Source: an optimization exercise on an open RTL-to-GDS flow (aim: small area, a short achievable clock period and few clock cycles). Production flows keep margins and buffers that such runs may drop.
The RTL was checked by simulation tests, not by an equivalence proof against the original design.
Power is estimated from default activity; no workload was simulated.

## the previous run
## cache_bank
module cache_bank
#(
    parameter int WAYS      = 4,
    parameter int RRPV_BITS = 2
) (
    input  logic                  i_clk,
    input  logic                  i_nreset,
    input  logic [1:0]            i_request_type,
    input  logic [cache_bank_pkg::ADDR_WIDTH-1:0] i_addr,
    input  logic                  i_type_valid,
    output logic                  o_type_ready,
    input  logic [cache_bank_pkg::DATA_WIDTH-1:0] i_data,
    output logic [cache_bank_pkg::DATA_WIDTH-1:0] o_pe_data_o,
    output logic                  o_pe_data_o_valid,
    input  logic                  i_pe_data_o_ready,
    output logic [cache_bank_pkg::ADDR_WIDTH-1:0] o_dram_addr,
    input  logic [cache_bank_pkg::DATA_WIDTH-1:0] i_dram_data,
    input  logic                  i_dram_data_i_valid,
    output logic                  o_dram_data_i_ready,
    output logic [cache_bank_pkg::DATA_WIDTH-1:0] o_dram_data_o,
    output logic                  o_dram_data_o_valid,
    input  logic                  i_dram_data_o_ready
);
    localparam int AW   = cache_bank_pkg::ADDR_WIDTH;
    localparam int DW   = cache_bank_pkg::DATA_WIDTH;
    localparam int TB   = cache_bank_pkg::TAG_BITS;
    localparam int SB   = cache_bank_pkg::SET_BITS;
    localparam int OB   = cache_bank_pkg::OFFSET_BITS;
    localparam int SETS = 1 << SB;
    localparam int RB   = RRPV_BITS;
    localparam logic [RB-1:0] RRPV_MAX    = '1;
    localparam logic [RB-1:0] RRPV_INSERT = RRPV_MAX - 1'b1;
    localparam int FQ   = 4;     
    localparam int FQB  = 2;
    function automatic logic [3:0] first4(input logic [3:0] v);
        first4[0] = v[0];
        first4[1] = v[1] & ~v[0];
        first4[2] = v[2] & ~v[1] & ~v[0];
        first4[3] = v[3] & ~v[2] & ~v[1] & ~v[0];
    endfunction
    logic [SETS-1:0][WAYS-1:0][TB-1:0] tag_mem;
    logic [SETS-1:0][WAYS-1:0][DW-1:0] data_mem;
    logic [SETS-1:0][WAYS-1:0]         valid_q;
    logic [SETS-1:0][WAYS-1:0]         dirty_q;
    logic [SETS-1:0][WAYS-1:0][RB-1:0] rrpv_q;
    logic          m_v, s_v;
    logic [1:0]    m_t, s_t;
    logic [AW-1:0] m_a, s_a;
    logic [DW-1:0] m_d, s_d;
    logic [SETS-1:0] m_oh;
    logic          m_take;
    logic          accept;
    logic          u_v;
    logic [1:0]    u_t;
    logic [AW-1:0] u_a;
  ...
clock: 9.0 ns
lec_check: 0
cap_margin: 20
core_margin: 2
core_utilization: 62
cts_cluster_diameter: 100
cts_cluster_size: 22
setup_slack_margin: 5
slew_margin: 20
tns_end_percent: 5
standard.sh (not shown) runs the stock make flow with config.mk's settings and CLKGATE_MAP_FILE= SYNTH_SCRIPT=/design/flow/synth_recipe.tcl, a recipe that flattens the netlist after the stock synthesis.
==> flow/flow/run.sh <==
#!/bin/bash
set -euo pipefail
bash standard.sh SETUP_SLACK_MARGIN=5.8 finish > standard_make.log 2>&1
Testbench counts of the previous run, summed over its fixed seeds: cycles 12,511.
Modified inputs, the current run compared to the previous run
# the previous run
export LEC_CHECK = 0
export CAP_MARGIN = 20
export CORE_MARGIN = 2
export CORE_UTILIZATION = 62
export CTS_CLUSTER_DIAMETER = 100
export CTS_CLUSTER_SIZE = 22
export SETUP_SLACK_MARGIN = 5
export SLEW_MARGIN = 20
export TNS_END_PERCENT = 5
create_clock -name core_clock -period 9.0 [get_ports {i_clk}]
# the current run
export LEC_CHECK = 0
export CAP_MARGIN = 20
export CORE_MARGIN = 2
export CORE_UTILIZATION = 60
export CTS_CLUSTER_DIAMETER = 100
export CTS_CLUSTER_SIZE = 22
export SETUP_SLACK_MARGIN = 5
export SLEW_MARGIN = 20
export TNS_END_PERCENT = 5
create_clock -name core_clock -period 9.0 [get_ports {i_clk}]
==> flow/flow/run.sh <==
#!/bin/bash
set -euo pipefail
bash standard.sh SETUP_SLACK_MARGIN=5.6 finish > standard_make.log 2>&1
==> notes.md <==
Between the current run and the previous run, it is the current run whose final critical-path required period is higher, by 130 ps.
Cmp the current run vs the previous run: share of power burned in combinational logic lower in the current run
Diff the previous run -> the current run: detailed placement HPWL moved up, arrival time reported for the critical path endpoint moved up.

Setup of old:
cache_bank again, from the RTL that the note above started with.
export LEC_CHECK = 0
export CAP_MARGIN = 20
export CORE_MARGIN = 2
export CORE_UTILIZATION = 55
export CTS_CLUSTER_DIAMETER = 100
export CTS_CLUSTER_SIZE = 25
export SETUP_SLACK_MARGIN = 5
export SLEW_MARGIN = 20
export TNS_END_PERCENT = 5
create_clock -name core_clock -period 9.0 [get_ports {i_clk}]
==> flow/flow/run.sh <==
#!/bin/bash
set -euo pipefail
bash standard.sh SETUP_SLACK_MARGIN=5.6 finish > standard_make.log 2>&1
Testbench counts of old, summed over its fixed seeds: cycles 12,511.
#### Input delta (new over old)
- CTS_CLUSTER_SIZE changed from 25 to 22
==> flow/flow/run.sh <==
#!/bin/bash
set -euo pipefail
bash standard.sh SETUP_SLACK_MARGIN=5.35 finish > standard_make.log 2>&1
==> notes.md <==
Summary: with old as the reference, design area in new moved down slightly.
Between old and new, the flow reports overall power consumption increasing slightly.
Having completed the whole flow, old delivered a layout that passed the timing, design-rule and antenna checks.
new was carried through to the last stage, and its layout satisfied the timing, design-rule and antenna checks.
Relative to old, via count decreased by about 1.5% in new.
| number of antenna violations at the first check in global routing | new vs old | 9 lower |
Taking old as the reference, in new number of CTS-inserted buffers higher; clock share of power has increased.

==> separate check: timing with driven ports <==
The flow's constraints put no driver on any port. The routed layouts listed below were extracted and timed again, unchanged, in two steps. Step 1 assumes that a clkbuf_16 drives the clock port and a buf_2 every other input. Step 2 moves the port delays by t, midway between the first and last clock arrival at a register: inputs arrive t later, outputs are due t later. That takes back most of the time a late clock gives input paths. a / b / c = ideal / step 1 / step 2; a / b = the first two.
run	t (ns)	setup slack, ns	hold slack, ns
the previous run	0.964	5.344 / 5.329 / 4.781	0.418 / 0.418 / 0.418
the current run	1.000	5.211 / 5.211 / 4.537	0.424 / 0.424 / 0.424
old	0.956	5.257 / 5.239 / 4.505	0.422 / 0.422 / 0.422
new	0.957	5.154 / 5.118 / 4.410	0.423 / 0.423 / 0.423
After both steps every run listed still meets setup and hold. For old, which loses most, drivers alone change the setup slack by -0.018 ns; drivers and shift together by -0.752 ns.
